This design comes from an exercise in tuning for small area, a short achievable clock period and few clock cycles on the open sky130 flow, not from production work.
The RTL was checked by simulation tests, not by an equivalence proof against the original design.
Power and IR drop assume default switching activity.

## run.sh

```bash
#!/bin/bash
# synth_recipe.tcl (not shown) runs the flow's synth.tcl, then flattens the netlist and writes it again
# the make line also repeats each setting of config.mk as NAME=value (left out here)
make -C /OpenROAD-flow-scripts/flow DESIGN_CONFIG=/design/flow/config.mk WORK_HOME=/design/flow/orfs CLKGATE_MAP_FILE= SYNTH_SCRIPT=/design/flow/synth_recipe.tcl finish
```

## config.mk

```make
export PLATFORM = sky130hd
export DESIGN_NAME = text_buffer_with_cursor
export DESIGN_NICKNAME = text_buffer_with_cursor
export VERILOG_FILES = /design/flow/design.v
export SDC_FILE = /design/flow/constraint.sdc
export NUM_CORES = 4
export LEC_CHECK = 0
export CAP_MARGIN = 20
export CORE_MARGIN = 2
export CORE_UTILIZATION = 40
export SETUP_SLACK_MARGIN = 3.3
export SLEW_MARGIN = 20
export TNS_END_PERCENT = 10
```

## constraint.sdc

```tcl
create_clock -name core_clock -period 6.0 [get_ports {clk}]
set_input_delay 1.2000 -clock core_clock [delete_from_list [all_inputs] [get_ports {clk}]]
set_output_delay 1.2000 -clock core_clock [all_outputs]
set_load 0.01 [all_outputs]
```

## design.v

```verilog
package tbc_pkg;
    localparam int CAPACITY = 64;
    localparam int ADDR_W   = $clog2(CAPACITY);
    localparam int CNT_W    = $clog2(CAPACITY + 1);
    localparam int CHAR_W   = 8;
    localparam int OPCODE_W = 3;
    localparam int COUNT_W  = 7;
    localparam int CMD_W    = 3 + CHAR_W + COUNT_W;
    localparam logic [OPCODE_W-1:0] OP_INSERT     = 3'd0;
    localparam logic [OPCODE_W-1:0] OP_DELETE     = 3'd1;
    localparam logic [OPCODE_W-1:0] OP_MOVE_LEFT  = 3'd2;
    localparam logic [OPCODE_W-1:0] OP_MOVE_RIGHT = 3'd3;
    localparam logic [OPCODE_W-1:0] OP_SHOW_RIGHT = 3'd4;
    localparam logic [OPCODE_W-1:0] OP_FULL_TEXT  = 3'd5;
    typedef struct packed {
        logic [OPCODE_W-1:0] opcode;
        logic [CHAR_W-1:0]   char_in;
        logic [COUNT_W-1:0]  count;
    } in_t;
    typedef struct packed {
        logic [CHAR_W-1:0]  char_out;
        logic               char_valid;
        logic [COUNT_W-1:0] cursor_pos;
        logic [COUNT_W-1:0] text_length;
        logic [COUNT_W-1:0] done_count;
        logic               full_error;
        logic               last;
    } out_t;
endpackage
module tbc_front (
    input  logic          clk,
    input  logic          rst_n,
    input  logic          in_valid,
    output logic          in_ready,
    input  tbc_pkg::in_t  in_data,
    output logic          req_valid,
    input  logic          req_pop,
    output tbc_pkg::in_t  req
);
    logic         a_valid_reg;
    logic         b_valid_reg;
    logic         in_ready_reg;      
    tbc_pkg::in_t a_reg;
    tbc_pkg::in_t b_reg;
    logic         take;
    logic         a_load;
    assign in_ready  = in_ready_reg;
    assign req_valid = a_valid_reg;
    assign req       = a_reg;
    assign take      = in_valid && !b_valid_reg;
    assign a_load    = !a_valid_reg || req_pop;
    always_ff @(posedge clk or negedge rst_n)
    begin
        if (!rst_n)
        begin
            a_valid_reg  <= 1'b0;
            b_valid_reg  <= 1'b0;
            in_ready_reg <= 1'b1;
        end
        else if (a_load)
        begin
            a_valid_reg  <= b_valid_reg || take;
            b_valid_reg  <= 1'b0;
            in_ready_reg <= 1'b1;
        end
        else if (take)
        begin
            b_valid_reg  <= 1'b1;
            in_ready_reg <= 1'b0;
        end
    end
    always_ff @(posedge clk)
    begin
        if (a_load)
            a_reg <= b_valid_reg ? b_reg : in_data;
        if (!b_valid_reg)
            b_reg <= in_data;
    end
endmodule
module tbc_ram (
    input  logic       clk,
    input  logic [6:0] pos,       
    input  logic       ins,       
    input  logic       shr,       
    input  logic       shl,       
    input  logic [7:0] ch,
    input  logic [5:0] raddr,
    output logic [7:0] rdata,
    output logic [7:0] rdata0     
);
    logic [7:0] mem [64];
    logic [7:0] hi_eq, hi_lt, lo_eq, lo_lt;
    for (genvar j = 0; j < 8; j++)
    begin : g_dec
        assign hi_eq[j] = !pos[6] && (pos[5:3] == 3'(j));
        assign hi_lt[j] = !pos[6] && (pos[5:3] < 3'(j));
        assign lo_eq[j] = (pos[2:0] == 3'(j));
        assign lo_lt[j] = (pos[2:0] < 3'(j));
    end
    for (genvar i = 0; i < 64; i++)
    begin : g_ent
        logic       at;
        logic       past;
        logic       sel_ch;
        logic       sel_l;
        logic       sel_r;
        logic       hold;
        logic [7:0] lnb;
        logic [7:0] rnb;
        assign at     = hi_eq[i/8] && lo_eq[i%8];
        assign past   = hi_lt[i/8] || (hi_eq[i/8] && lo_lt[i%8]);
        assign sel_ch = ins && at;
        assign sel_r  = shl && (past || (at && !ins));
        assign sel_l  = shr && past;
        assign hold   = !(sel_ch || sel_l || sel_r);
        if (i == 0) assign lnb = '0; else assign lnb = mem[i-1];
        if (i == 63) assign rnb = '0; else assign rnb = mem[i+1];
        always_ff @(posedge clk)
        begin
            mem[i] <= ({8{hold}} & mem[i]) | ({8{sel_ch}} & ch) |
                      ({8{sel_l}} & lnb) | ({8{sel_r}} & rnb);
        end
    end
    logic [7:0] r_lo, r_hi;
    logic [7:0] grp [8];
    for (genvar j = 0; j < 8; j++)
    begin : g_rdec
        assign r_lo[j] = (raddr[2:0] == 3'(j));
        assign r_hi[j] = (raddr[5:3] == 3'(j));
    end
    for (genvar g = 0; g < 8; g++)
    begin : g_grp
        always_comb
        begin
            grp[g] = '0;
            for (int j = 0; j < 8; j++)
                grp[g] = grp[g] | ({8{r_lo[j]}} & mem[8*g+j]);
        end
    end
    always_comb
    begin
        rdata = '0;
        for (int g = 0; g < 8; g++)
            rdata = rdata | ({8{r_hi[g]}} & grp[g]);
    end
    assign rdata0 = mem[0];
endmodule
module tbc_back (
    input  logic          clk,
    input  logic          rst_n,
    input  logic          req_valid,
    output logic          req_pop,
    input  tbc_pkg::in_t  req,
    output logic          out_valid,
    input  logic          out_ready,
    output tbc_pkg::out_t out_data
);
    logic [6:0] cur_reg, len_reg, rgt_reg;
    logic [6:0] pos_reg, hole_reg;
    logic       away_reg;
    logic       strm_reg;
    logic [5:0] rd_ptr_reg;
    logic [6:0] rem_reg;
    logic       out_valid_reg;
    logic [7:0] char_reg;
    logic       char_valid_reg;
    logic [6:0] done_reg;
    logic       err_reg;
    logic       last_reg;
    logic [6:0] cur_out_reg, len_out_reg;
    logic       rd_strm_reg;
    logic [6:0] cur_next, len_next, rgt_next, pos_next, hole_next;
    logic       away_next;
    logic       strm_next;
    logic [5:0] rd_ptr_next;
    logic [6:0] rem_next;
    logic [7:0] char_next;
    logic       char_valid_next;
    logic [6:0] done_next;
    logic       err_next;
    logic       last_next;
    logic       out_load;
    logic       out_free;
    logic       is_ins, is_del, is_ml, is_mr, is_sr, is_sa, is_show;
    logic       op_ok, fire;
    logic       full, hole_any, hole_one;
    logic [6:0] k;
    logic [7:0] cur_mk, rgt_mk;
    logic [6:0] len_mk, cur_pk, rgt_pk, cur_p1, len_p1;
    logic [6:0] hole_pk, hole_pc, hole_m1, hole_m2;
    logic [6:0] k_m1, rgt_m1, len_m1;
    logic       kc, kr;
    logic [6:0] d_left, d_right, d_show;
    logic       show_zero, show_one;
    logic       ins_fire, del_fire, move_fire;
    logic       hole_zero_next;
    logic       ram_ins, ram_shr, ram_shl;
    logic [7:0] rdata, rdata0;
    logic [5:0] raddr;
    logic [7:0] char_rd;
    logic       use_rd, use_r0;
    assign k        = req.count;
    assign out_free = !out_valid_reg || out_ready;
    assign full     = len_reg[6];
    assign hole_any = (hole_reg != '0);
    assign hole_one = (hole_reg == 7'd1);
    assign is_ins  = (req.opcode == tbc_pkg::OP_INSERT);
    assign is_del  = (req.opcode == tbc_pkg::OP_DELETE);
    assign is_ml   = (req.opcode == tbc_pkg::OP_MOVE_LEFT);
    assign is_mr   = (req.opcode == tbc_pkg::OP_MOVE_RIGHT);
    assign is_sr   = (req.opcode == tbc_pkg::OP_SHOW_RIGHT);
    assign is_sa   = (req.opcode == tbc_pkg::OP_FULL_TEXT);
    assign is_show = is_sr || is_sa;
    assign op_ok     = ((is_ins || is_del) ? !away_reg : 1'b1) && (is_show ? !hole_any : 1'b1);
    assign fire      = req_valid && !strm_reg && out_free && op_ok;
    assign req_pop   = fire;
    assign ins_fire  = fire && is_ins && !full;
    assign del_fire  = fire && is_del;
    assign move_fire = fire && (is_ml || is_mr);
    assign cur_mk  = {1'b0, cur_reg} - {1'b0, k};
    assign rgt_mk  = {1'b0, rgt_reg} - {1'b0, k};
    assign kc      = !cur_mk[7];
    assign kr      = !rgt_mk[7];
    assign len_mk  = len_reg - k;
    assign cur_pk  = cur_reg + k;
    assign rgt_pk  = rgt_reg + k;
    assign cur_p1  = cur_reg + 7'd1;
    assign len_p1  = len_reg + 7'd1;
    assign hole_pk = hole_any ? hole_reg + k - 7'd1 : k;
    assign hole_pc = hole_any ? hole_reg + cur_reg - 7'd1 : cur_reg;
    assign hole_m1 = hole_reg - 7'd1;
    assign hole_m2 = hole_reg - 7'd2;
    assign k_m1    = k - 7'd1;
    assign rgt_m1  = rgt_reg - 7'd1;
    assign len_m1  = len_reg - 7'd1;
    assign d_left    = kc ? k : cur_reg;
    assign d_right   = kr ? k : rgt_reg;
    assign d_show    = is_sa ? len_reg : d_right;
    assign show_zero = is_sa ? (len_reg == '0) : (kr ? (k == '0) : (rgt_reg == '0));
    assign show_one  = is_sa ? (len_reg == 7'd1) : (kr ? (k == 7'd1) : (rgt_reg == 7'd1));
    assign ram_ins = ins_fire;
    assign ram_shr = ins_fire && !hole_any;
    assign ram_shl = hole_any && !(ins_fire && hole_one);
    tbc_ram u_store (
        .clk    (clk),
        .pos    (pos_reg),
        .ins    (ram_ins),
        .shr    (ram_shr),
        .shl    (ram_shl),
        .ch     (req.char_in),
        .raddr  (raddr),
        .rdata  (rdata),
        .rdata0 (rdata0)
    );
    always_comb
    begin
        cur_next        = cur_reg;
        len_next        = len_reg;
        rgt_next        = rgt_reg;
        hole_next       = hole_any ? hole_m1 : '0;
        strm_next       = strm_reg;
        rem_next        = rem_reg;
        char_next       = char_reg;
        char_valid_next = char_valid_reg;
        done_next       = done_reg;
        err_next        = err_reg;
        last_next       = last_reg;
        out_load        = 1'b0;
        if (strm_reg)
        begin
            if (out_free)
            begin
                out_load  = 1'b1;
                char_next = char_rd;
                last_next = (rem_reg == 7'd1);
                rem_next  = rem_reg - 7'd1;
                strm_next = (rem_reg != 7'd1);
            end
        end
        else if (fire)
        begin
            out_load        = 1'b1;
            char_next       = '0;
            char_valid_next = 1'b0;
            done_next       = '0;
            err_next        = 1'b0;
            last_next       = 1'b1;
            unique case (req.opcode)
                tbc_pkg::OP_INSERT:
                begin
                    if (full)
                        err_next = 1'b1;
                    else
                    begin
                        cur_next  = cur_p1;
                        len_next  = len_p1;
                        done_next = 7'd1;
                        hole_next = (hole_any && !hole_one) ? hole_m2 : '0;
                    end
                end
                tbc_pkg::OP_DELETE:
                begin
                    cur_next  = kc ? cur_mk[6:0] : 7'd0;
                    len_next  = kc ? len_mk : rgt_reg;
                    done_next = d_left;
                    hole_next = kc ? hole_pk : hole_pc;
                end
                tbc_pkg::OP_MOVE_LEFT:
                begin
                    cur_next  = kc ? cur_mk[6:0] : 7'd0;
                    rgt_next  = kc ? rgt_pk : len_reg;
                    done_next = d_left;
                end
                tbc_pkg::OP_MOVE_RIGHT:
                begin
                    cur_next  = kr ? cur_pk : len_reg;
                    rgt_next  = kr ? rgt_mk[6:0] : 7'd0;
                    done_next = d_right;
                end
                tbc_pkg::OP_SHOW_RIGHT, tbc_pkg::OP_FULL_TEXT:
                begin
                    done_next = d_show;
                    if (!show_zero)
                    begin
                        char_next       = char_rd;
                        char_valid_next = 1'b1;
                        last_next       = show_one;
                        strm_next       = !show_one;
                        rem_next        = is_sa ? len_m1 : (kr ? k_m1 : rgt_m1);
                    end
                end
                default:
                begin
                end
            endcase
        end
    end
    assign hole_zero_next = !hole_any || (hole_one && ram_shl);
    assign pos_next  = (ins_fire || del_fire || hole_zero_next) ? cur_next : pos_reg;
    assign away_next = !hole_zero_next && (away_reg || move_fire);
    assign raddr = rd_strm_reg ? rd_ptr_reg : cur_reg[5:0];
    assign use_rd  = strm_reg || is_sr;
    assign use_r0  = !strm_reg && is_sa;
    assign char_rd = ({8{use_rd}} & rdata) | ({8{use_r0}} & rdata0);
    always_comb
    begin
        if (strm_reg)
            rd_ptr_next = out_free ? rd_ptr_reg + 6'd1 : rd_ptr_reg;
        else
            rd_ptr_next = is_sa ? 6'd1 : cur_p1[5:0];
    end
    always_ff @(posedge clk or negedge rst_n)
    begin
        if (!rst_n)
        begin
            cur_reg       <= '0;
            len_reg       <= '0;
            rgt_reg       <= '0;
            pos_reg       <= '0;
            hole_reg      <= '0;
            away_reg      <= 1'b0;
            strm_reg      <= 1'b0;
            out_valid_reg <= 1'b0;
        end
        else
        begin
            cur_reg       <= cur_next;
            len_reg       <= len_next;
            rgt_reg       <= rgt_next;
            pos_reg       <= pos_next;
            hole_reg      <= hole_next;
            away_reg      <= away_next;
            strm_reg      <= strm_next;
            out_valid_reg <= out_load || (out_valid_reg && !out_ready);
        end
    end
    always_ff @(posedge clk)
    begin
        rem_reg     <= rem_next;
        rd_strm_reg <= strm_next;
        cur_out_reg <= cur_next;
        len_out_reg <= len_next;
        rd_ptr_reg <= rd_ptr_next;
        if (out_load)
        begin
            char_reg       <= char_next;
            char_valid_reg <= char_valid_next;
            done_reg       <= done_next;
            err_reg        <= err_next;
            last_reg       <= last_next;
        end
    end
    assign out_valid            = out_valid_reg;
    assign out_data.char_out    = char_reg;
    assign out_data.char_valid  = char_valid_reg;
    assign out_data.cursor_pos  = cur_out_reg;
    assign out_data.text_length = len_out_reg;
    assign out_data.done_count  = done_reg;
    assign out_data.full_error  = err_reg;
    assign out_data.last        = last_reg;
endmodule
module text_buffer_with_cursor (
    input  logic           clk,
    input  logic           rst_n,
    input  logic           in_valid,
    output logic           in_ready,
    input  logic [17:0]    in_data,
    output logic           out_valid,
    input  logic           out_ready,
    output logic [31:0]    out_data
);
    tbc_pkg::in_t  in_rec;
    tbc_pkg::out_t out_rec;
    assign in_rec   = in_data;
    assign out_data = out_rec;
    logic         req_valid;
    logic         req_pop;
    tbc_pkg::in_t req;
    tbc_front u_front (
        .clk       (clk),
        .rst_n     (rst_n),
        .in_valid  (in_valid),
        .in_ready  (in_ready),
        .in_data   (in_rec),
        .req_valid (req_valid),
        .req_pop   (req_pop),
        .req       (req)
    );
    tbc_back u_back (
        .clk       (clk),
        .rst_n     (rst_n),
        .req_valid (req_valid),
        .req_pop   (req_pop),
        .req       (req),
        .out_valid (out_valid),
        .out_ready (out_ready),
        .out_data  (out_rec)
    );
endmodule
```

==> results.cfg, run 1 <==
[finish]
nNetsFinal = 4053
largest_reg_flops = 512
fillers = 7808
area_delta_synth_final_pct = 26.1
post_route_cells_drive_above_1_share_pct = 23.2
multi_input_area_um2 = 21700
seqCellArea_um2 = 13400
final_cells = 5170

[global_route]
grt_overflow = 0
grt_antenna_before_repair = 4
grt_max_degree = 65
grt_usage_pct = 32.9
grt_pass1_vias = 33200
grt_pass1_wl_mm = 224

[yosys]
async_flop_share_pct = 6.46
synth.avg_cell_area_um2 = 9.42
seq_area_frac_synth_pct = 38.7
synthCells = 3682
synth_edf_count = 49
ys_seq_elements = 635
synthFlopType = dfxtp_1
yosys.cell_types.count = 96
synth_warnings = 5
syn_area_um2 = 34700
synth_nets = 3780

[critical_path]
critPathMaxFanout = 20
reg2reg_slack_ps = 2570
reg2regPathDepth = 10
arrival_ps = 3830
path_class = reg -> reg
crit_required_ps = 6400
crit_top_cell = buf_4
worstReg2RegEnd = u_back.char_reg[7]$_DFFE_PP_
slowest_stage = o21ai_0
cp_slowest_stage_delay_ps = 580
rr_startpoint = u_back.rd_ptr_reg[2]$_DFFE_PP_
cp-start-kind = flip-flop
critPathCaptureType = flip-flop
cp_cell_sequence = buf_4 > mux2_4 > buf_4 > nand2_1 > a21oi_1 > a221o_1 > o21ai_0 > and2_0 > a31oi_4 > a21o_1

[place]
dpl.cell_count = 4770
dpl.hpwl_mm = 102
place.gp.congestion = 1.06
portBuffers = 55

[sta]
fin_tns_setup_ps = 0
worst_pin_slew_ps = 1350
setup_viol = 0
clock_skew_ps = 22.8
period_minus_slack_ps = 3430
rsz0062_at_grt = yes
drv_slew = 0
hold_violations = 0
fmax_mhz = 291
slew_headroom_pct = 8.03
fin_crit_sh_pct = 57.2

[route]
routed_wl_mm = 155
avgRoutedWirePerCell_um = 30.0
drc_errors = 0
firstDrtPassIters = 15
ant_nets = 0
first_iter_violations = 6444
num_vias = 36200
vias_per_cell = 7.00

[die]
initial_core_util_pct = 40.2
ios = 56
rows = 108
core_area_um2 = 86300
die_x_um = 299
die-area_um2 = 89100
die_height_um = 299

[pwr]
leakagePower_nw = 16.1
ir_drop_uv = 347
power_density_nw_per_um2 = 569

[outcome]
status = timing/DRC/antenna clean

[clock_network]
cts_buffers = 75
clkSlewWorstSetupHoldPaths_ps = 60
h-tree-depth = 3
clock-sinks = 635
clockBufferDepth = 3
cts_tree = built
clk_latency_ps = 650
cts-root-buf = clkbuf_16

[run]
max_cap_viol_count = 0

[min_path]
hold_path.class = reg -> reg
min_to = u_front.b_reg[8]$_DFF_P_
whs_path_depth = 1
hp-start = u_front.b_reg[8]$_DFF_P_
## where the power goes
part           switching, mW  internal, mW
combinational           8.08          4.80
sequential              1.71          5.59
clock                   1.95          2.78
total                   11.7          13.2
## area by class of cell
type,count,share of cell area [%]
multi-input combinational,2642,49.5
sequential,635,30.7
timing repair buffer,414,9.11
clock buffer,108,4.97
tap,1155,3.30
inverter,187,1.64
clock inverter,26,0.752
antenna,3,0.0172
## synthesized netlist by cell type (all sizes together) (29+ instances only)
library cell  instances  share of area (%)
inv                 186                2.0
a22oi               223                4.8
dfxtp               545                 31
nand4                30               0.54
nand2               346                3.8
clkbuf              153                1.7
mux2                 29               0.94
xnor2                62                1.6
a221o               306                8.8
edfxtp               49                4.2
nor2                227                2.9
a22o                315                8.0
a222oi              193                5.6
nor3                 87                2.6
ha                   69                2.5
nand3                43               0.68
o21ai               201                3.1
dfrtp                40                2.9
a21oi               183                3.0
buf                  74                1.1
## placed cells by master (no fill, tap or decap), types with 37 or more instances in the layout
cell,instances
nor3_4,52
clkbuf_16,79
dfxtp_1,544
a21oi_1,127
a222oi_1,193
buf_12,37
buf_4,281
xnor2_1,62
a22oi_1,218
nor2_4,63
o21ai_0,97
inv_1,180
edfxtp_1,49
nand2_1,323
a22o_1,314
a221o_1,306
o21ai_1,74
ha_1,61
clkdlybuf4s50_1,53
nor2_1,131
## worst max-delay path by stage
stage | start | endpoint | slack [ps]
global placement | out_ready | u_back.u_store.mem[61][5]$_DFF_P_ | 1420
global route | u_back.rd_ptr_reg[2]$_DFFE_PP_ | u_back.char_reg[7]$_DFFE_PP_ | 2650
finish | u_back.rd_ptr_reg[2]$_DFFE_PP_ | u_back.char_reg[7]$_DFFE_PP_ | 2570
CTS | u_front.a_reg[3]$_DFFE_PN_ | u_back.char_reg[1]$_DFFE_PP_ | 2810
floorplan | out_ready | u_back.u_store.mem[51][0]$_DFF_P_ | 2870
detailed placement | out_ready | u_back.u_store.mem[61][4]$_DFF_P_ | 1320
## cells by family (layout without fill, tap and decap cells)
family,count (synthesis),after routing,share of synthesized area (%)
compound gates,1598,1602,37.6
xor+xnor,75,75,1.89
fa+ha+maj,76,76,2.89
buf+inv,414,735,4.83
flops,635,635,38.7
mux,48,49,1.56
other cells,0,3,0
simple gates,836,840,12.6
## critical path: cells and delay by family (launching register included)
family | cells | cell delay, ps
muxes | 1 | 450
DFF | 1 | 480
AOI/OAI and AO/OA | 5 | 1300
and+or+nand+nor | 2 | 380
buffers and inverters | 2 | 530
## layer usage
metal	vias up	track usage, %	share of wire [%]
li1	15400	-	-
met1	17500	42.4	39
met5	-	1.69	0.15
met2	2601	49.2	42
met3	680	10.8	12
met4	10	16.0	6.4
## through the flow
| step | total power, mW | hold WS [ps] | worst slack [ps] | cell area, um2 | utilization, % |
|---|---|---|---|---|---|
| after floorplan | 13.6 | 432 | 2870 | 35000 | - |
| after global placement | 17.4 | 454 | 1420 | 36900 | 42.7 |
| after detailed placement | 17.4 | 456 | 1320 | 36900 | 42.7 |
| after CTS | 23.4 | 467 | 2810 | 42100 | 48.8 |
| after global routing | 25.8 | 491 | 2650 | 43700 | 50.6 |
| final | 24.9 | 473 | 2570 | 43700 | 50.7 |
## what timing repair did
| action | CTS | global route |
|---|---|---|
| gates resized for setup | 288 | 147 |
| hold buffers | 0 | 0 |
| endpoints found under the setup margin | 653 | 643 |
| gates cloned | 10 | 7 |
| buffers inserted | 149 | 96 |
| pin swaps | 81 | 68 |
Testbench counts, summed over its fixed seeds: cycles 29,386.
==> run 2, diff against run 1 <==
--- a/design.v
+++ b/design.v
@@ -40,13 +40,8 @@
     logic         a_valid_reg;
-    logic         b_valid_reg;
-    logic         in_ready_reg;      
     tbc_pkg::in_t a_reg;
-    tbc_pkg::in_t b_reg;
-    logic         take;
     logic         a_load;
-    assign in_ready  = in_ready_reg;
+    assign a_load    = !a_valid_reg || req_pop;
+    assign in_ready  = a_load;
     assign req_valid = a_valid_reg;
     assign req       = a_reg;
-    assign take      = in_valid && !b_valid_reg;
-    assign a_load    = !a_valid_reg || req_pop;
     always_ff @(posedge clk or negedge rst_n)
@@ -54,18 +49,5 @@
         if (!rst_n)
-        begin
-            a_valid_reg  <= 1'b0;
-            b_valid_reg  <= 1'b0;
-            in_ready_reg <= 1'b1;
-        end
+            a_valid_reg <= 1'b0;
         else if (a_load)
-        begin
-            a_valid_reg  <= b_valid_reg || take;
-            b_valid_reg  <= 1'b0;
-            in_ready_reg <= 1'b1;
-        end
-        else if (take)
-        begin
-            b_valid_reg  <= 1'b1;
-            in_ready_reg <= 1'b0;
-        end
+            a_valid_reg <= in_valid;
     end
@@ -74,5 +56,3 @@
         if (a_load)
-            a_reg <= b_valid_reg ? b_reg : in_data;
-        if (!b_valid_reg)
-            b_reg <= in_data;
+            a_reg <= in_data;
     end
@@ -169,3 +149,2 @@
     logic       last_reg;
-    logic [6:0] cur_out_reg, len_out_reg;
     logic       rd_strm_reg;
@@ -305,3 +284,6 @@
                     done_next = d_left;
-                    hole_next = kc ? hole_pk : hole_pc;
+                    if (rgt_reg != '0)
+                        hole_next = kc ? hole_pk : hole_pc;
+                    else
+                        hole_next = '0;
                 end
@@ -380,4 +362,2 @@
         rd_strm_reg <= strm_next;
-        cur_out_reg <= cur_next;
-        len_out_reg <= len_next;
         rd_ptr_reg <= rd_ptr_next;
@@ -395,4 +375,4 @@
     assign out_data.char_valid  = char_valid_reg;
-    assign out_data.cursor_pos  = cur_out_reg;
-    assign out_data.text_length = len_out_reg;
+    assign out_data.cursor_pos  = cur_reg;
+    assign out_data.text_length = len_reg;
     assign out_data.done_count  = done_reg;
==> results.cfg, run 2 <==
[route]
firstDrtPassIters = 15
routed_wl_mm = 148
ant_nets = 0
met1_length_mm = 57.1
num_vias = 36100
drc_errors = 0
met3_length_mm = 18.4
top_layer = met5
first_iter_violations = 7692
vias_per_cell = 6.96
avgRoutedWirePerCell_um = 28.5
wl_met2_mm = 61.3

[global_route]
grt_overflow = 0
grt_pass1_wl_mm = 217
grt_pass1_vias = 32800
grt_antenna_before_repair = 8
grt_usage_pct = 33.9
grt_max_degree = 65

[yosys]
ys_seq_elements = 601
synth_nets = 3903
synth_commonest_cells = 1,035 x nand2_1, 513 x dfxtp_1, 448 x a222oi_1, 229 x a22oi_1, 213 x nor2_1
yosys.cell_types.count = 78
yosysMostFrequentCell = nand2_1
synthFlopType = dfxtp_1
synth_top_area_share_pct = 31.8
netlist_top_cells_area = dfxtp_1 32%, a222oi_1 14%, nand2_1 12%
synth_edf_count = 49
syn_area_um2 = 32300
synth_warnings = 5
async_flop_share_pct = 6.49
synthCells = 3805
seq_area_frac_synth_pct = 39.3
yosys.area.top_type = dfxtp_1
synth.avg_cell_area_um2 = 8.50

[clock_network]
clk_latency_ps = 640
clock-sinks = 601
clkSlewWorstSetupHoldPaths_ps = 60
cts_tree = built
clockBufferDepth = 3
h-tree-depth = 3
ctsHoldBuffers = 0
cts_buffers = 70
cts-root-buf = clkbuf_16

[sta]
fmax_mhz = 285
setup_viol = 0
holdWs_ps = 480
hold_violations = 0
slew_headroom_pct = 15.6
clock_skew_ps = 30.9
drv_slew = 0
fin_crit_sh_pct = 58.5
worst_pin_slew_ps = 1250
fin_tns_setup_ps = 0
period_minus_slack_ps = 3510
rsz0062_at_grt = yes

[die]
rows = 104
die_height_um = 288
die-area_um2 = 83100
die_x_um = 288
initial_core_util_pct = 40.3
ios = 56
core_area_um2 = 80300

[pwr]
leakagePower_nw = 16.5
ir_drop_uv = 385
power_density_nw_per_um2 = 504
power_mw = 20.7

[critical_path]
slowest_stage = dfrtp_1
cp_slowest_stage_delay_ps = 410
critPathCaptureType = primary output
reg2reg_slack_ps = 2500
rr_startpoint = u_back.pos_reg[1]$_DFFE_PN0P_
crit_family = simple AND/OR/NAND/NOR gates
path_buf_inv = 3
cp-start-kind = flip-flop
path_class = reg -> out
crit_required_ps = 4800
arrival_ps = 2310
cp-startpoint = u_back.hole_reg[5]$_DFF_PN0_
critPathMaxFanout = 5
cp_cell_sequence = nor4_4 > buf_4 > nand3_4 > buf_8 > a221o_2 > nand2_8 > buf_6

[place]
dpl.hpwl_mm = 95.9
place.gp.congestion = 1.00
portBuffers = 55

[finish]
layout_common_cells = 1,013 x nand2_1, 512 x dfxtp_1, 448 x a222oi_1, 255 x buf_4, 214 x a22oi_1
largest_reg_flops = 512
area_delta_synth_final_pct = 27.0
nNetsFinal = 4172
fin_util_pct = 51.1
layout_commonest_cell = nand2_1
fillers = 7357
post_route_cells_drive_above_1_share_pct = 19.9

[min_path]
hold_path.class = reg -> reg
hp-start = u_back.u_store.mem[3][5]$_DFF_P_

[outcome]
status = timing/DRC/antenna clean

[run]
max_cap_viol_count = 0
## run 2: per-layer routing
metal  vias to the layer above  GRT usage [%]
li1                      15500              -
met1                     17100           44.8
met2                      2814           48.9
met3                       631           8.41
met4                        12           22.4
met5                         -          0.455
## run 2: report_power, final
group	internal (mW)	total, mW	leakage, nW	switching [mW]
clock network	2.57	4.43	1.17	1.86
logic	3.66	10.9	10.2	7.22
registers	4.60	5.39	5.07	0.799
total	10.8	20.7	16.5	9.87
## run 2: path summary, 6_finish.rpt
path,endpoint,cells past startpoint
setup / recovery,in_ready,7
hold / removal,u_back.u_store.mem[3][5]$_DFF_P_,2
setup reg to reg,u_back.u_store.mem[44][4]$_DFF_P_,8
hold reg to reg,u_back.u_store.mem[3][5]$_DFF_P_,2
max in group asynchronous,u_back.cur_reg[1]$_DFF_PN0_,2
min in group asynchronous,u_back.len_reg[4]$_DFFE_PN0P_,2
## run 2: layout make-up
class / instances / area [um2] / area share [%]
Clock buffer: 96 / 2000 / 4.87
Timing Repair Buffer: 387 / 3730 / 9.08
Multi-Input combinational cell: 2934 / 20600 / 50.1
Tap cell: 1060 / 1330 / 3.23
Inverter: 80 / 322 / 0.783
Clock inverter: 31 / 349 / 0.850
Sequential cell: 601 / 12700 / 31.0
Antenna cell: 4 / 10.0 / 0.0244
## run 2: repair_timing
item | in CTS | in global routing
hold endpoints to repair | 0 | 0
cloned | 15 | 6
resized for setup | 339 | 126
endpoints found under the setup margin | 649 | 621
buffers inserted | 129 | 85
pin swaps | 77 | 76
## run 2: worst register-to-register path, cell delays in order (launching register included)
cell     delay (ps)
dfrtp_2         570
inv_2           420
nand3_1         420
o21ai_1         670
nand2_1         110
a21oi_1         730
nor3_2          260
nand2_1         130
nand2_1          60
## run 2: cell families after synthesis
group                      count (synthesis)  synth area share [%]
muxes                                     41                  1.40
and+or+nand+nor                         1517                  20.0
DFF                                      601                  39.3
adders and majority gates                 76                  3.10
AOI/OAI and AO/OA                       1226                  31.1
buffers and inverters                    279                  3.32
xor gates and xnor gates                  65                  1.76
## run 2: metrics by stage
| stage | instances | worst slack, ps | instance area, um2 |
|---|---|---|---|
| after floorplan | 3805 | 2920 | 32600 |
| after global placement | 4827 | 1370 | 34600 |
| after detailed placement | 4827 | 1270 | 34600 |
| after CTS | 5098 | 2480 | 39700 |
| after global routing | 5190 | 2420 | 41000 |
| final | 5193 | 2490 | 41100 |
Testbench counts of run 2, summed over its fixed seeds: cycles 29,142.
==> run 3, diff against run 2 <==
--- a/design.v
+++ b/design.v
@@ -139,2 +139,3 @@
     logic [6:0] pos_reg, hole_reg;
+    logic       hole_any_reg;    
     logic       away_reg;
@@ -175,2 +176,3 @@
     logic       hole_zero_next;
+    logic       hole_any_next, hole_ge2, hole_ge3, d_left_nz;
     logic       ram_ins, ram_shr, ram_shl;
@@ -183,3 +185,3 @@
     assign full     = len_reg[6];
-    assign hole_any = (hole_reg != '0);
+    assign hole_any = hole_any_reg;
     assign hole_one = (hole_reg == 7'd1);
@@ -320,2 +322,7 @@
     assign hole_zero_next = !hole_any || (hole_one && ram_shl);
+    assign hole_ge2      = (hole_reg[6:1] != '0);
+    assign hole_ge3      = hole_ge2 && !(hole_reg == 7'd2);
+    assign d_left_nz     = (k != '0) && (cur_reg != '0);
+    assign hole_any_next = del_fire ? ((rgt_reg != '0) && (d_left_nz || hole_ge2))
+                                    : (ins_fire ? hole_ge3 : hole_ge2);
     assign pos_next  = (ins_fire || del_fire || hole_zero_next) ? cur_next : pos_reg;
@@ -342,2 +349,3 @@
             hole_reg      <= '0;
+            hole_any_reg  <= 1'b0;
             away_reg      <= 1'b0;
@@ -353,2 +361,3 @@
             hole_reg      <= hole_next;
+            hole_any_reg  <= hole_any_next;
             away_reg      <= away_next;
==> results.cfg, run 3 <==
[min_path]
hold_path.class = reg -> reg

[finish]
area_delta_synth_final_pct = 24.2
post_route_cells_drive_above_1_share_pct = 20.4
layout_commonest_cell = dfxtp_1
final_area_um2 = 42300
largest_reg_flops = 512
nNetsFinal = 4052
layout_common_cells = 512 x dfxtp_1, 261 x a22o_1, 258 x nand2_1, 257 x buf_4, 254 x inv_1

[die]
die-area_um2 = 87400
die_height_um = 296
initial_core_util_pct = 40.5
ios = 56
die_x_um = 296
core_area_um2 = 84000
rows = 106

[clock_network]
ctsHoldBuffers = 0
cts-root-buf = clkbuf_16
h-tree-depth = 3
clkSlewWorstSetupHoldPaths_ps = 60
clock-sinks = 602
clk_latency_ps = 640
clockBufferDepth = 3
cts_buffers = 71
cts_tree = built

[place]
dpl.hpwl_mm = 105
place.gp.congestion = 1.04
portBuffers = 55
dpl_cell_area_um2 = 36200

[route]
ant_nets = 0
routed_wl_mm = 155
vias_per_cell = 7.05
num_vias = 36300
drc_errors = 0
first_iter_violations = 6939
firstDrtPassIters = 15
avgRoutedWirePerCell_um = 30.1

[yosys]
netlist_top_cells_area = dfxtp_1 30%, a221o_1 7.4%, a22o_1 6.7%
yosys.area.top_type = dfxtp_1
syn_area_um2 = 34000
synthFlopType = dfxtp_1
yosys.cell_types.count = 98
yosysMostFrequentCell = dfxtp_1
ys_seq_elements = 602
seq_area_frac_synth_pct = 37.5
async_flop_share_pct = 6.64
synth_warnings = 5
synthCells = 3752
synth.avg_cell_area_um2 = 9.07
synth_top_area_share_pct = 30.2
synth_commonest_cells = 513 x dfxtp_1, 274 x nand2_1, 261 x a22o_1, 259 x a22oi_1, 259 x inv_1
synth_nets = 3852
synth_edf_count = 49

[critical_path]
critPathMaxFanout = 9
arrival_ps = 3840
path_class = reg -> reg
critPathCaptureType = flip-flop
cp-start-kind = flip-flop
crit_required_ps = 6410

[sta]
hold_violations = 0
fin_crit_sh_pct = 57.2
fin_tns_setup_ps = 0
period_minus_slack_ps = 3430
worst_pin_slew_ps = 1220
drv_slew = 0
slew_headroom_pct = 18.4
setup_viol = 0
holdWs_ps = 489
rsz0062_at_grt = yes
fmax_mhz = 291
clock_skew_ps = 35.4

[global_route]
grt_overflow = 0
grt_pass1_vias = 33200
grt_usage_pct = 34.3
grt_max_degree = 65
grt_pass1_wl_mm = 227
grt_antenna_before_repair = 4

[pwr]
ir_drop_uv = 406
power_density_nw_per_um2 = 577
leakagePower_nw = 15.2

[run]
max_cap_viol_count = 0

[outcome]
status = timing/DRC/antenna clean
-- run 3: cell types whose count changed after synthesis, sizes merged, moves of 31 or more --
cell	delta
nand2	-757
a21oi	-35
inv	+184
nand3	+40
a222oi	-232
buf	+42
o211ai	+31
a22o	+187
o21ai	+211
a221o	+186
-- run 3: worst max-delay path, cell delays in order, from the launching register on --
cell,delay (ps)
dfrtp_2,560
inv_1,230
o21a_1,390
nor2_1,990
o41ai_2,290
nand4_1,250
a2111oi_4,70
o21ai_0,400
-- run 3: per-stage QoR --
stage / setup WS (ps) / power (mW) / utilization [%] / std cells
after floorplan: 2610 / 13.1 / - / 3752
after global placement: 1290 / 16.9 / 43.1 / 4806
after detailed placement: 1190 / 17.0 / 43.1 / 4808
after CTS: 2760 / 23.2 / 49.2 / 5089
after global routing: 2700 / 25.2 / 50.3 / 5142
final: 2570 / 24.4 / 50.3 / 5143
-- run 3: where the power goes --
part	leakage, nW	internal [mW]	switching, mW
clock	1.23	2.78	1.84
combinational	8.83	4.44	7.52
sequential	5.12	5.51	2.28
-- run 3: layer usage --
layer	share of wire (%)	routed length (um)	up-vias	track usage (%)
li1	-	-	15500	-
met1	40	61600	17500	46.4
met2	41	63400	2666	48.6
met3	13	19900	591	9.92
met4	6.5	10100	2	19.4
met5	0.0084	13	-	0
-- run 3: final timing paths --
check	startpoint	end	slack, ps	cells past startpoint
max in group asynchronous	rst_n	u_back.cur_reg[1]$_DFF_PN0_	4820	2
min	u_back.u_store.mem[12][4]$_DFF_P_	u_back.u_store.mem[12][4]$_DFF_P_	490	2
max reg2reg	u_back.cur_reg[5]$_DFF_PN0_	u_back.char_reg[4]$_DFFE_PP_	2570	7
min reg2reg	u_back.u_store.mem[12][4]$_DFF_P_	u_back.u_store.mem[12][4]$_DFF_P_	490	2
min in group asynchronous	rst_n	u_back.len_reg[2]$_DFFE_PN0P_	660	2
max	u_back.cur_reg[5]$_DFF_PN0_	u_back.char_reg[4]$_DFFE_PP_	2570	7
-- run 3: cell families (layout without fill, tap and decap cells) --
logic type	Yosys count	in the layout	share of synthesized area, %
muxes	49	49	1.56
AOI/OAI and AO/OA	1656	1658	38.5
buffers and inverters	510	762	5.95
xor gates and xnor gates	59	59	1.52
and+or+nand+nor	798	800	12.0
adders and majority gates	78	78	3.02
other	0	1	0
DFF	602	602	37.5
-- run 3: area by class of cell --
cell class | count | area (um2)
Antenna cell | 1 | 2.50
Tap cell | 1134 | 1420
Clock buffer | 104 | 2210
Multi-Input combinational cell | 2644 | 21100
Timing Repair Buffer | 368 | 3450
Sequential cell | 602 | 12800
Fill cell | 7726 | 41700
Clock inverter | 25 | 274
Inverter | 265 | 1030
-- run 3: repair_timing --
item	in CTS	in global routing
pin swaps	59	32
gates cloned	8	2
buffers inserted	144	51
resized for setup	286	121
setup endpoints to repair	613	610
Testbench counts of run 3, summed over its fixed seeds: cycles 29,142.
==> run 4, diff against run 3 <==
--- a/design.v
+++ b/design.v
@@ -150,2 +150,3 @@
     logic       last_reg;
+    logic [6:0] cur_out_reg, len_out_reg;
     logic       rd_strm_reg;
@@ -286,6 +287,6 @@
                     done_next = d_left;
-                    if (rgt_reg != '0)
-                        hole_next = kc ? hole_pk : hole_pc;
-                    else
-                        hole_next = '0;
+                if (rgt_reg != '0)
+                    hole_next = kc ? hole_pk : hole_pc;
+                else
+                    hole_next = '0;
                 end
@@ -371,2 +372,4 @@
         rd_strm_reg <= strm_next;
+        cur_out_reg <= cur_next;
+        len_out_reg <= len_next;
         rd_ptr_reg <= rd_ptr_next;
@@ -384,4 +387,4 @@
     assign out_data.char_valid  = char_valid_reg;
-    assign out_data.cursor_pos  = cur_reg;
-    assign out_data.text_length = len_reg;
+    assign out_data.cursor_pos  = cur_out_reg;
+    assign out_data.text_length = len_out_reg;
     assign out_data.done_count  = done_reg;
==> results.cfg, run 4 <==
[critical_path]
cp_cell_sequence = buf_4 > or2_2 > nor2_2 > buf_4 > nand2_1 > a21oi_1 > or3_1 > o21ai_1
reg2regPathDepth = 8
path_class = reg -> reg
rr_startpoint = u_back.pos_reg[2]$_DFFE_PN0P_
cp_slowest_stage_delay_ps = 660
critPathCaptureType = flip-flop
crit_required_ps = 6500
worstSetupPathDepth = 8
path_buf_inv = 2
worstReg2RegEnd = u_back.u_store.mem[17][0]$_DFF_P_
slowest_stage = a21oi_1
crit_top_cell = buf_4
cp-start-kind = flip-flop
arrival_ps = 3830
reg2reg_slack_ps = 2660
critPathMaxFanout = 12
crit_family = simple AND/OR/NAND/NOR gates

[route]
drc_errors = 0
num_vias = 36400
firstDrtPassIters = 13
first_iter_violations = 6919
avgRoutedWirePerCell_um = 28.8
routed_wl_mm = 150
ant_nets = 0
vias_per_cell = 7.02

[pwr]
power_density_nw_per_um2 = 601
leakagePower_nw = 15.5
sequentialPowerShare_pct = 28.7
p_sw_share_pct = 48.2
pwr-share-comb_pct = 53.1
switchingPower_mw = 12.2
clkPwrFrac_pct = 18.2
ir_drop_uv = 347
p_int_mw = 13.1

[outcome]
status = timing/DRC/antenna clean

[yosys]
synth_nets = 3940
ys_seq_elements = 616
netlist_top_cells_area = dfxtp_1 31%, a222oi_1 9.5%, nand2_1 5.8%
synth_top_area_share_pct = 31.3
synthFlopType = dfxtp_1
syn_area_um2 = 33700
async_flop_share_pct = 6.49
synth.avg_cell_area_um2 = 8.77
synth_edf_count = 49
yosys.cell_types.count = 89
seq_area_frac_synth_pct = 38.7
yosysMostFrequentCell = dfxtp_1
synth_warnings = 5
synth_commonest_cells = 527 x dfxtp_1, 524 x nand2_1, 320 x a222oi_1, 240 x inv_1, 221 x a22oi_1
yosys.area.top_type = dfxtp_1
synthCells = 3840

[clock_network]
cts-root-buf = clkbuf_16
clockBufferDepth = 3
cts_buffers = 71
clk_latency_ps = 640
ctsHoldBuffers = 0
cts_tree = built
clkSlewWorstSetupHoldPaths_ps = 60
clock-sinks = 616
h-tree-depth = 3

[die]
die-area_um2 = 86500
core_area_um2 = 83600
initial_core_util_pct = 40.3
die_height_um = 294
die_x_um = 294
ios = 56
rows = 106

[min_path]
hp-start = u_back.u_store.mem[21][3]$_DFF_P_
whs_path_depth = 2
min_to = u_back.u_store.mem[21][3]$_DFF_P_
hold_path.class = reg -> reg

[sta]
rsz0062_at_grt = yes
drv_slew = 0
hold_violations = 0
period_minus_slack_ps = 3340
clock_skew_ps = 28.3
setup_viol = 0
worst_pin_slew_ps = 1140
fmax_mhz = 300
finalWorstSetupSlack_ps = 2660
slew_headroom_pct = 23.6
fin_crit_sh_pct = 55.6
fin_tns_setup_ps = 0

[place]
pre_cts_ws_ps = 1120
place.gp.congestion = 1.01
portBuffers = 55
dpl.hpwl_mm = 99.4

[global_route]
grt_antenna_before_repair = 2
grt_max_degree = 65
grt_pass1_wl_mm = 221
grt_overflow = 0
grt_usage_pct = 33.2
grt_pass1_vias = 33900

[finish]
layout_commonest_cell = dfxtp_1
largest_reg_flops = 512
post_route_cells_drive_above_1_share_pct = 19.7
fin_util_pct = 50.4
area_delta_synth_final_pct = 24.9
layout_common_cells = 526 x dfxtp_1, 502 x nand2_1, 320 x a222oi_1, 235 x inv_1, 235 x buf_4
seqCellArea_um2 = 13000
nNetsFinal = 4154
multi_input_area_um2 = 20700
fillers = 7728

[run]
max_cap_viol_count = 0
==> run 4: tightest hold or removal path, delay by kind of cell, from the launching register on <==
| family | cells | cell delay [ps] |
|---|---|---|
| DFF | 1 | 340 |
| and+or+nand+nor | 2 | 110 |
==> run 4: kinds of logic after synthesis <==
logic type	after synthesis	synth area share [%]
adder cells (fa/ha/maj)	78	3.05
multiplexers	45	1.39
AO/OA/AOI/OAI	1546	35.8
AND/OR/NAND/NOR	1012	13.8
XOR/XNOR	66	1.72
buffers and inverters	477	5.55
flip-flops	616	38.7
==> run 4: how the worst max path moves through the flow <==
| stage | slack [ps] | end | from |
|---|---|---|---|
| final | 2660 | u_back.u_store.mem[17][0]$_DFF_P_ | u_back.pos_reg[2]$_DFFE_PN0P_ |
| after floorplan | 2580 | in_ready | out_ready |
| after global routing | 2680 | u_back.u_store.mem[16][1]$_DFF_P_ | u_back.pos_reg[2]$_DFFE_PN0P_ |
| after detailed placement | 1120 | u_back.u_store.mem[18][2]$_DFF_P_ | out_ready |
| after global placement | 1190 | u_back.u_store.mem[18][2]$_DFF_P_ | out_ready |
| after CTS | 2710 | in_ready | out_ready |
==> run 4: cell type report <==
cell class / instances / area share, %
well taps: 1080 / 3.21
inverters: 246 / 2.24
clock inverters: 28 / 0.886
clock buffers: 98 / 4.87
diodes: 1 / 0.00595
multi-input cells: 2752 / 49.3
flip-flops and latches: 616 / 31.0
repair buffers: 367 / 8.51
==> run 4: power by group through the flow <==
| stage | logic (mW) | clock network, mW | registers, mW |
|---|---|---|---|
| floorplan | 7.27 | 0 | 6.48 |
| global route | 14.1 | 4.81 | 7.31 |
| finish | 13.4 | 4.61 | 7.24 |
| global placement | 10.6 | 0 | 7.33 |
| CTS | 12.4 | 4.64 | 7.14 |
| detailed placement | 10.7 | 0 | 7.31 |
==> run 4: metal layers <==
metal	track usage, %	wire [um]	vias up
li1	-	-	15600
met1	43.0	57200	17500
met5	0	18	-
met4	19.1	10500	2
met2	51.1	64600	2666
met3	7.05	17300	622
==> run 4: stage by stage <==
step	hold WS [ps]	std cells	instance area, um2	power, mW
after floorplan	444	3840	33900	13.7
after global placement	467	4867	35900	17.9
after detailed placement	473	4867	35900	18.0
after CTS	481	5140	41200	24.2
after global routing	507	5187	42100	26.2
final	487	5188	42100	25.3
==> run 4: repair_timing <==
action	CTS	global route
pin swaps	92	42
setup buffers	139	43
setup endpoints to repair	651	609
cloned	8	4
resized for setup	355	115
Testbench counts of run 4, summed over its fixed seeds: cycles 29,142.
==> run 5, diff against run 4 <==
--- a/config.mk
+++ b/config.mk
@@ -9,3 +9,3 @@
 export CORE_MARGIN = 2
-export CORE_UTILIZATION = 40
+export CORE_UTILIZATION = 50
 export SETUP_SLACK_MARGIN = 3.3
==> results.cfg, run 5 <==
[die]
ios = 56
initial_core_util_pct = 50.3
die_height_um = 264
die_x_um = 264
core_area_um2 = 66900
die-area_um2 = 69400
rows = 95

[critical_path]
cp_cell_sequence = or2_2 > nor3_2 > nand3_1 > nor3_1 > nor2_1 > nand2_1 > o21ai_0 > a221o_1
path_class = reg -> reg
slowest_stage = dfrtp_1
critPathCaptureType = flip-flop
arrival_ps = 3930
path_buf_inv = 0
cp-start-kind = flip-flop
crit_required_ps = 6520
critPathMaxFanout = 10
cp_slowest_stage_delay_ps = 590
reg2reg_slack_ps = 2590
crit_family = simple AND/OR/NAND/NOR gates

[sta]
fmax_mhz = 293
fin_tns_setup_ps = 0
clock_skew_ps = 29.4
setup_viol = 0
period_minus_slack_ps = 3410
fin_crit_sh_pct = 56.9
slew_headroom_pct = 24.8
hold_violations = 0
drv_slew = 0
worst_pin_slew_ps = 1120
rsz0062_at_grt = yes

[pwr]
clkPwrFrac_pct = 18.2
switchingPower_mw = 12.1
leakagePower_nw = 15.1
power_density_nw_per_um2 = 601
p_int_mw = 12.5
p_sw_share_pct = 49.2
pwr-share-comb_pct = 52.2
sequentialPowerShare_pct = 29.6
ir_drop_uv = 456

[run]
max_cap_viol_count = 0

[place]
dpl.hpwl_mm = 104
place.gp.congestion = 1.04
portBuffers = 55
dpl.cell_count = 4651

[yosys]
yosys.area.top_type = dfxtp_1
seq_area_frac_synth_pct = 38.7
synthFlopType = dfxtp_1
synthCells = 3840
ys_seq_elements = 616
syn_area_um2 = 33700
async_flop_share_pct = 6.49
synth_edf_count = 49
netlist_top_cells_area = dfxtp_1 31%, a222oi_1 9.5%, nand2_1 5.8%
yosys.cell_types.count = 89
yosysMostFrequentCell = dfxtp_1
synth_top_area_share_pct = 31.3
synth_commonest_cells = 527 x dfxtp_1, 524 x nand2_1, 320 x a222oi_1, 240 x inv_1, 221 x a22oi_1
synth_nets = 3940
synth.avg_cell_area_um2 = 8.77
synth_warnings = 5

[finish]
final_cells = 4941
area_delta_synth_final_pct = 21.3
largest_reg_flops = 512
layout_common_cells = 526 x dfxtp_1, 505 x nand2_1, 320 x a222oi_1, 235 x inv_1, 214 x a22oi_1
seqCellArea_um2 = 13000
fillers = 5766
layout_commonest_cell = dfxtp_1
multi_input_area_um2 = 20400
post_route_cells_drive_above_1_share_pct = 17.1
nNetsFinal = 4112

[route]
num_vias = 37100
avgRoutedWirePerCell_um = 31.1
firstDrtPassIters = 14
first_iter_violations = 8781
vias_per_cell = 7.52
drc_errors = 0
ant_nets = 0
routed_wl_mm = 154

[min_path]
hold_path.class = reg -> reg

[clock_network]
cts_tree = built
clk_latency_ps = 650
clkSlewWorstSetupHoldPaths_ps = 60
cts-root-buf = clkbuf_16
clockBufferDepth = 3
h-tree-depth = 3
ctsHoldBuffers = 0
cts_buffers = 72
clock-sinks = 616

[global_route]
grt_pass1_wl_mm = 225
grt_antenna_before_repair = 2
grt_max_degree = 65
grt_usage_pct = 42.0
grt_pass1_vias = 34500
grt_overflow = 0

[outcome]
status = timing/DRC/antenna clean
run 5: power groups by stage:
stage	sequential [mW]	clock, mW	combinational [mW]
global placement	7.32	0	10.5
finish	7.25	4.47	12.8
CTS	7.11	4.50	11.5
global route	7.32	4.66	13.4
floorplan	6.48	0	7.27
detailed placement	7.32	0	10.6
run 5: tightest hold or removal path, stage by stage (launching register included):
cell and delay [ps]:
dfxtp_1 330, nand2_1 60, nand2_1 40
run 5: through the flow:
| stage | cell area (um2) | setup WS (ps) | total power [mW] | hold slack, ps | util (%) |
|---|---|---|---|---|---|
| floorplan | 33900 | 2580 | 13.7 | 444 | - |
| global placement | 35600 | 849 | 17.8 | 464 | 53.2 |
| detailed placement | 35600 | 702 | 18.0 | 474 | 53.2 |
| CTS | 39700 | 2710 | 23.1 | 483 | 59.3 |
| global route | 40900 | 2680 | 25.4 | 504 | 61.0 |
| finish | 40900 | 2590 | 24.5 | 481 | 61.0 |
run 5: logic make-up after synthesis:
| logic type | Yosys count | share of synthesized area (%) |
|---|---|---|
| xor gates and xnor gates | 66 | 1.72 |
| muxes | 45 | 1.39 |
| and+or+nand+nor | 1012 | 13.8 |
| adders and majority gates | 78 | 3.05 |
| DFF | 616 | 38.7 |
| buffers and inverters | 477 | 5.55 |
| AOI/OAI and AO/OA | 1546 | 35.8 |
run 5: cell type report:
type                       count  area share (%)
timing repair buffer         322            7.41
multi-input combinational   2754            49.9
antenna                        1         0.00613
inverter                     246            2.29
sequential                   616            31.9
clock buffer                  98            5.05
clock inverter                31           0.760
tap                          873            2.67
run 5: final timing paths:
kind	cells after the start	endpoint	startpoint
hold / removal	2	u_back.u_store.mem[20][1]$_DFF_P_	u_back.u_store.mem[20][1]$_DFF_P_
max in group asynchronous	1	u_back.cur_reg[2]$_DFF_PN0_	rst_n
setup / recovery	8	u_back.u_store.mem[2][3]$_DFF_P_	u_back.pos_reg[6]$_DFFE_PN0P_
min in group asynchronous	1	u_back.rgt_reg[2]$_DFFE_PN0P_	rst_n
hold reg to reg	2	u_back.u_store.mem[20][1]$_DFF_P_	u_back.u_store.mem[20][1]$_DFF_P_
setup reg to reg	8	u_back.u_store.mem[2][3]$_DFF_P_	u_back.pos_reg[6]$_DFFE_PN0P_
run 5: timing repair:
action / in CTS / in global routing
pin swaps: 37 / 42
cloned: 8 / 5
setup endpoints to repair: 654 / 626
gates resized for setup: 211 / 135
setup buffers: 88 / 59
run 5: layer usage:
metal | wire, um | GRT usage, %
met1 | 57300 | 54.4
met2 | 64000 | 61.6
met3 | 21600 | 13.5
met4 | 10600 | 23.9
met5 | 18 | 0
==> run 6, diff against run 5 <==
--- a/design.v
+++ b/design.v
@@ -37,11 +37,21 @@
     input  logic          req_pop,
-    output tbc_pkg::in_t  req
+    output tbc_pkg::in_t  req,
+    output logic [5:0]    req_op     
 );
     logic         a_valid_reg;
+    logic         b_valid_reg;
+    logic         in_ready_reg;      
     tbc_pkg::in_t a_reg;
+    tbc_pkg::in_t b_reg;
+    tbc_pkg::in_t a_in;
+    logic [5:0]   op_reg;
+    logic         take;
     logic         a_load;
-    assign a_load    = !a_valid_reg || req_pop;
-    assign in_ready  = a_load;
+    assign in_ready  = in_ready_reg;
     assign req_valid = a_valid_reg;
     assign req       = a_reg;
+    assign req_op    = op_reg;
+    assign a_in      = b_valid_reg ? b_reg : in_data;
+    assign take      = in_valid && !b_valid_reg;
+    assign a_load    = !a_valid_reg || req_pop;
     always_ff @(posedge clk or negedge rst_n)
@@ -49,5 +59,18 @@
         if (!rst_n)
-            a_valid_reg <= 1'b0;
+        begin
+            a_valid_reg  <= 1'b0;
+            b_valid_reg  <= 1'b0;
+            in_ready_reg <= 1'b1;
+        end
         else if (a_load)
-            a_valid_reg <= in_valid;
+        begin
+            a_valid_reg  <= b_valid_reg || take;
+            b_valid_reg  <= 1'b0;
+            in_ready_reg <= 1'b1;
+        end
+        else if (take)
+        begin
+            b_valid_reg  <= 1'b1;
+            in_ready_reg <= 1'b0;
+        end
     end
@@ -56,3 +79,10 @@
         if (a_load)
-            a_reg <= in_data;
+        begin
+            a_reg  <= a_in;
+            op_reg <= '0;
+            if (a_in.opcode < 3'd6)
+                op_reg[a_in.opcode] <= 1'b1;
+        end
+        if (!b_valid_reg)
+            b_reg <= in_data;
     end
@@ -66,3 +96,5 @@
     input  logic [7:0] ch,
-    input  logic [5:0] raddr,
+    input  logic [5:0] raddr,     
+    input  logic [5:0] caddr,     
+    input  logic       rsel,      
     output logic [7:0] rdata,
@@ -107,4 +139,4 @@
     begin : g_rdec
-        assign r_lo[j] = (raddr[2:0] == 3'(j));
-        assign r_hi[j] = (raddr[5:3] == 3'(j));
+        assign r_lo[j] = rsel ? (raddr[2:0] == 3'(j)) : (caddr[2:0] == 3'(j));
+        assign r_hi[j] = rsel ? (raddr[5:3] == 3'(j)) : (caddr[5:3] == 3'(j));
     end
@@ -133,2 +165,3 @@
     input  tbc_pkg::in_t  req,
+    input  logic [5:0]    req_op,
     output logic          out_valid,
@@ -139,3 +172,2 @@
     logic [6:0] pos_reg, hole_reg;
-    logic       hole_any_reg;    
     logic       away_reg;
@@ -177,3 +209,2 @@
     logic       hole_zero_next;
-    logic       hole_any_next, hole_ge2, hole_ge3, d_left_nz;
     logic       ram_ins, ram_shr, ram_shl;
@@ -186,10 +217,10 @@
     assign full     = len_reg[6];
-    assign hole_any = hole_any_reg;
+    assign hole_any = (hole_reg != '0);
     assign hole_one = (hole_reg == 7'd1);
-    assign is_ins  = (req.opcode == tbc_pkg::OP_INSERT);
-    assign is_del  = (req.opcode == tbc_pkg::OP_DELETE);
-    assign is_ml   = (req.opcode == tbc_pkg::OP_MOVE_LEFT);
-    assign is_mr   = (req.opcode == tbc_pkg::OP_MOVE_RIGHT);
-    assign is_sr   = (req.opcode == tbc_pkg::OP_SHOW_RIGHT);
-    assign is_sa   = (req.opcode == tbc_pkg::OP_FULL_TEXT);
+    assign is_ins  = req_op[tbc_pkg::OP_INSERT];
+    assign is_del  = req_op[tbc_pkg::OP_DELETE];
+    assign is_ml   = req_op[tbc_pkg::OP_MOVE_LEFT];
+    assign is_mr   = req_op[tbc_pkg::OP_MOVE_RIGHT];
+    assign is_sr   = req_op[tbc_pkg::OP_SHOW_RIGHT];
+    assign is_sa   = req_op[tbc_pkg::OP_FULL_TEXT];
     assign is_show = is_sr || is_sa;
@@ -232,3 +263,5 @@
         .ch     (req.char_in),
-        .raddr  (raddr),
+        .raddr  (rd_ptr_reg),
+        .caddr  (cur_reg[5:0]),
+        .rsel   (rd_strm_reg),
         .rdata  (rdata),
@@ -269,53 +302,45 @@
             last_next       = 1'b1;
-            unique case (req.opcode)
-                tbc_pkg::OP_INSERT:
-                begin
-                    if (full)
-                        err_next = 1'b1;
-                    else
-                    begin
-                        cur_next  = cur_p1;
-                        len_next  = len_p1;
-                        done_next = 7'd1;
-                        hole_next = (hole_any && !hole_one) ? hole_m2 : '0;
-                    end
-                end
-                tbc_pkg::OP_DELETE:
-                begin
-                    cur_next  = kc ? cur_mk[6:0] : 7'd0;
-                    len_next  = kc ? len_mk : rgt_reg;
-                    done_next = d_left;
-                if (rgt_reg != '0)
-                    hole_next = kc ? hole_pk : hole_pc;
+            if (is_ins)
+            begin
+                if (full)
+                    err_next = 1'b1;
                 else
-                    hole_next = '0;
-                end
-                tbc_pkg::OP_MOVE_LEFT:
                 begin
-                    cur_next  = kc ? cur_mk[6:0] : 7'd0;
-                    rgt_next  = kc ? rgt_pk : len_reg;
-                    done_next = d_left;
+                    cur_next  = cur_p1;
+                    len_next  = len_p1;
+                    done_next = 7'd1;
+                    hole_next = (hole_any && !hole_one) ? hole_m2 : '0;
                 end
-                tbc_pkg::OP_MOVE_RIGHT:
-                begin
-                    cur_next  = kr ? cur_pk : len_reg;
-                    rgt_next  = kr ? rgt_mk[6:0] : 7'd0;
-                    done_next = d_right;
-                end
-                tbc_pkg::OP_SHOW_RIGHT, tbc_pkg::OP_FULL_TEXT:
-                begin
-                    done_next = d_show;
-                    if (!show_zero)
-                    begin
-                        char_next       = char_rd;
-                        char_valid_next = 1'b1;
-                        last_next       = show_one;
-                        strm_next       = !show_one;
-                        rem_next        = is_sa ? len_m1 : (kr ? k_m1 : rgt_m1);
-                    end
-                end
-                default:
+            end
+            if (is_del)
+            begin
+                cur_next  = kc ? cur_mk[6:0] : 7'd0;
+                len_next  = kc ? len_mk : rgt_reg;
+                done_next = d_left;
+                hole_next = kc ? hole_pk : hole_pc;
+            end
+            if (is_ml)
+            begin
+                cur_next  = kc ? cur_mk[6:0] : 7'd0;
+                rgt_next  = kc ? rgt_pk : len_reg;
+                done_next = d_left;
+            end
+            if (is_mr)
+            begin
+                cur_next  = kr ? cur_pk : len_reg;
+                rgt_next  = kr ? rgt_mk[6:0] : 7'd0;
+                done_next = d_right;
+            end
+            if (is_show)
+            begin
+                done_next = d_show;
+                if (!show_zero)
                 begin
+                    char_next       = char_rd;
+                    char_valid_next = 1'b1;
+                    last_next       = show_one;
+                    strm_next       = !show_one;
+                    rem_next        = is_sa ? len_m1 : (kr ? k_m1 : rgt_m1);
                 end
-            endcase
+            end
         end
@@ -323,10 +348,4 @@
     assign hole_zero_next = !hole_any || (hole_one && ram_shl);
-    assign hole_ge2      = (hole_reg[6:1] != '0);
-    assign hole_ge3      = hole_ge2 && !(hole_reg == 7'd2);
-    assign d_left_nz     = (k != '0) && (cur_reg != '0);
-    assign hole_any_next = del_fire ? ((rgt_reg != '0) && (d_left_nz || hole_ge2))
-                                    : (ins_fire ? hole_ge3 : hole_ge2);
     assign pos_next  = (ins_fire || del_fire || hole_zero_next) ? cur_next : pos_reg;
     assign away_next = !hole_zero_next && (away_reg || move_fire);
-    assign raddr = rd_strm_reg ? rd_ptr_reg : cur_reg[5:0];
     assign use_rd  = strm_reg || is_sr;
@@ -350,3 +369,2 @@
             hole_reg      <= '0;
-            hole_any_reg  <= 1'b0;
             away_reg      <= 1'b0;
@@ -362,3 +380,2 @@
             hole_reg      <= hole_next;
-            hole_any_reg  <= hole_any_next;
             away_reg      <= away_next;
@@ -410,2 +427,3 @@
     tbc_pkg::in_t req;
+    logic [5:0]   req_op;
     tbc_front u_front (
@@ -418,3 +436,4 @@
         .req_pop   (req_pop),
-        .req       (req)
+        .req       (req),
+        .req_op    (req_op)
     );
@@ -426,2 +445,3 @@
         .req       (req),
+        .req_op    (req_op),
         .out_valid (out_valid),
--- a/config.mk
+++ b/config.mk
@@ -9,3 +9,3 @@
 export CORE_MARGIN = 2
-export CORE_UTILIZATION = 50
+export CORE_UTILIZATION = 40
 export SETUP_SLACK_MARGIN = 3.3
==> results.cfg, run 6 <==
[outcome]
status = timing/DRC/antenna clean

[die]
die_height_um = 299
ios = 56
rows = 108
initial_core_util_pct = 40.2
core_area_um2 = 86300
die_x_um = 299
die-area_um2 = 89100

[finish]
largest_reg_flops = 512
post_route_cells_drive_above_1_share_pct = 20.4
seqCellArea_um2 = 13500
multi_input_area_um2 = 21500
layout_common_cells = 675 x nand2_1, 544 x dfxtp_1, 368 x a222oi_1, 249 x buf_4, 201 x inv_1
area_delta_synth_final_pct = 26.5
nNetsFinal = 4354
fillers = 7898
layout_commonest_cell = nand2_1

[global_route]
grt_antenna_before_repair = 4
grt_pass1_wl_mm = 234
grt_pass1_vias = 34800
grt_max_degree = 59
grt_overflow = 0
grt_usage_pct = 34.3

[pwr]
power_density_nw_per_um2 = 608
ir_drop_uv = 367
leakagePower_nw = 16.6
power_mw = 26.7

[route]
vias_per_cell = 7.00
routed_wl_mm = 163
ant_nets = 0
firstDrtPassIters = 17
drc_errors = 0
num_vias = 38300
first_iter_violations = 8008
avgRoutedWirePerCell_um = 29.8

[critical_path]
crit_required_ps = 6390
reg2regPathDepth = 10
rr_startpoint = u_back.rd_ptr_reg[1]$_DFFE_PP_
cp-start-kind = flip-flop
worstReg2RegEnd = u_back.char_reg[6]$_DFFE_PP_
reg2reg_slack_ps = 2470
critPathCaptureType = flip-flop
path_class = reg -> reg
critPathMaxFanout = 19
arrival_ps = 3920

[run]
max_cap_viol_count = 0

[sta]
slew_headroom_pct = 30.7
rsz0062_at_grt = yes
hold_violations = 0
worst_pin_slew_ps = 1030
fin_crit_sh_pct = 58.9
fin_tns_setup_ps = 0
finalWorstSetupSlack_ps = 2470
drv_slew = 0
clock_skew_ps = 41.3
setup_viol = 0
fmax_mhz = 283
period_minus_slack_ps = 3530

[yosys]
synth_warnings = 5
synthAdderAreaFrac_pct = 3.07
synth_nets = 4097
syn_area_um2 = 34700
netlist_top_cells_area = dfxtp_1 31%, a222oi_1 11%, nand2_1 7.4%
seq_area_frac_synth_pct = 38.9
synth_edf_count = 52
synth.avg_cell_area_um2 = 8.69
synthSimpleGateAreaFrac_pct = 14.8
ys_seq_elements = 638
synth_top_area_share_pct = 31.4
synth_commonest_cells = 687 x nand2_1, 545 x dfxtp_1, 368 x a222oi_1, 238 x a21oi_1, 225 x nor2_1
async_flop_share_pct = 6.43
synthCells = 3994
synth-compound-area-share_pct = 33.5
synth_xor_area_share_pct = 1.64
yosys.area.top_type = dfxtp_1
synth_top_family_by_area = compound AO/OA/AOI/OAI gates
synthMuxAreaShare_pct = 2.82
synthFlopType = dfxtp_1
yosysMostFrequentCell = nand2_1
yosys.cell_types.count = 85

[place]
place.gp.congestion = 1.04
dpl.hpwl_mm = 107
portBuffers = 55
pre_cts_ws_ps = 1040

[clock_network]
cts_tree = built
clock-sinks = 638
clk_latency_ps = 680
clockBufferDepth = 3
clkSlewWorstSetupHoldPaths_ps = 60
cts-root-buf = clkbuf_16
ctsHoldBuffers = 0
cts_buffers = 75
h-tree-depth = 3

[min_path]
whs_path_depth = 1
hp-start = u_front.b_reg[1]$_DFF_P_
hold_path.class = reg -> reg
min_to = u_front.b_reg[1]$_DFF_P_
[run 6: critical path, cell delays in order, from the launching register on]
cell	delay, ps
edfxtp_1	390
buf_6	180
buf_4	130
or3b_2	130
o32ai_4	90
buf_12	200
a222oi_1	530
a31oi_2	300
or4_4	590
or4_1	480
a22o_1	240
[run 6: cell families after synthesis]
logic type | Yosys count
multiplexers | 89
adder cells (fa/ha/maj) | 81
AND/OR/NAND/NOR | 1181
buffers and inverters | 457
flip-flops | 638
AO/OA/AOI/OAI | 1483
XOR/XNOR | 65
[run 6: how the worst max path moves through the flow]
| stage | slack [ps] | end | depth (start not counted) | from |
|---|---|---|---|---|
| floorplan | 2960 | u_back.u_store.mem[53][0]$_DFF_P_ | 10 | out_ready |
| global placement | 1190 | u_back.u_store.mem[39][0]$_DFF_P_ | 8 | out_ready |
| detailed placement | 1040 | u_back.u_store.mem[39][7]$_DFF_P_ | 8 | out_ready |
| CTS | 2560 | u_back.char_reg[6]$_DFFE_PP_ | 9 | u_back.cur_reg[0]$_DFF_PN0_ |
| global route | 2450 | u_back.char_reg[6]$_DFFE_PP_ | 12 | u_back.rd_ptr_reg[1]$_DFFE_PP_ |
| finish | 2470 | u_back.char_reg[6]$_DFFE_PP_ | 10 | u_back.rd_ptr_reg[1]$_DFFE_PP_ |
[run 6: per-stage QoR]
stage / util [%] / hold WS, ps / std cells / area (um2)
after floorplan: - / 404 / 3994 / 35100
after global placement: 43.1 / 454 / 5093 / 37200
after detailed placement: 43.1 / 455 / 5093 / 37200
after CTS: 48.7 / 472 / 5355 / 42100
after global routing: 50.8 / 488 / 5468 / 43900
final: 50.8 / 468 / 5470 / 43900
[run 6: power by group]
part	internal, mW	switching [mW]
combinational	5.15	9.04
sequential	5.77	1.96
clock	2.75	2.00
total	13.7	13.0
[run 6: layer usage]
metal,wire length (um),up-vias,track usage (%)
met3,22600,763,10.2
met2,67700,3185,50.4
met5,32,-,0
met4,12600,4,21.8
met1,60000,18100,43.9
li1,-,16200,-
[run 6: layout make-up]
class / instances / area share (%)
sequential: 638 / 30.8
clock buffer: 114 / 5.17
antenna: 2 / 0.0114
tap: 1155 / 3.29
clock inverter: 25 / 0.542
inverter: 212 / 1.89
timing repair buffer: 409 / 9.26
multi-input combinational: 2915 / 49.0
[run 6: what timing repair did]
| action | CTS | global route |
|---|---|---|
| pin swaps | 73 | 115 |
| setup buffers | 112 | 103 |
| cloned | 11 | 10 |
| resized for setup | 310 | 199 |
| endpoints found under the setup margin | 663 | 661 |
Testbench counts of run 6, summed over its fixed seeds: cycles 29,386.

what the ideal ports hide:
Ports are ideal in the flow. The routed layouts listed here were re-timed in OpenROAD. Step 1 sets driving cells, clkbuf_16 on the clock port and buf_2 on the other inputs (assumed; they add their load-dependent delay and slew). Step 2 adds t to the input delays and takes it off the output delays; t is the mean of the earliest and latest rising clock arrival at the registers after step 1. Input paths then give back, and output paths get back, about the clock's delay inside the block. Three values: ideal, step 1, step 2; two values: the first two.
run | t, ns | slack for setup (ns) | clock arrival spread, ns | cell pins on the clock port's net
run 1 | 0.710 | 2.567 / 2.567 / 2.254 | 0.034 / 0.033 | 1
run 2 | 0.698 | 2.493 / 2.419 / 2.060 | 0.032 / 0.032 | 1
run 3 | 0.694 | 2.568 / 2.568 / 2.047 | 0.037 / 0.037 | 1
run 4 | 0.688 | 2.665 / 2.665 / 2.081 | 0.029 / 0.029 | 1
run 5 | 0.706 | 2.587 / 2.587 / 2.023 | 0.029 / 0.030 | 1
run 6 | 0.720 | 2.465 / 2.465 / 2.134 | 0.042 / 0.042 | 1
After both steps setup and hold are still met in every run listed. For run 4, which loses most, drivers alone change the setup slack by 0.000 ns; drivers and shift together by -0.584 ns.
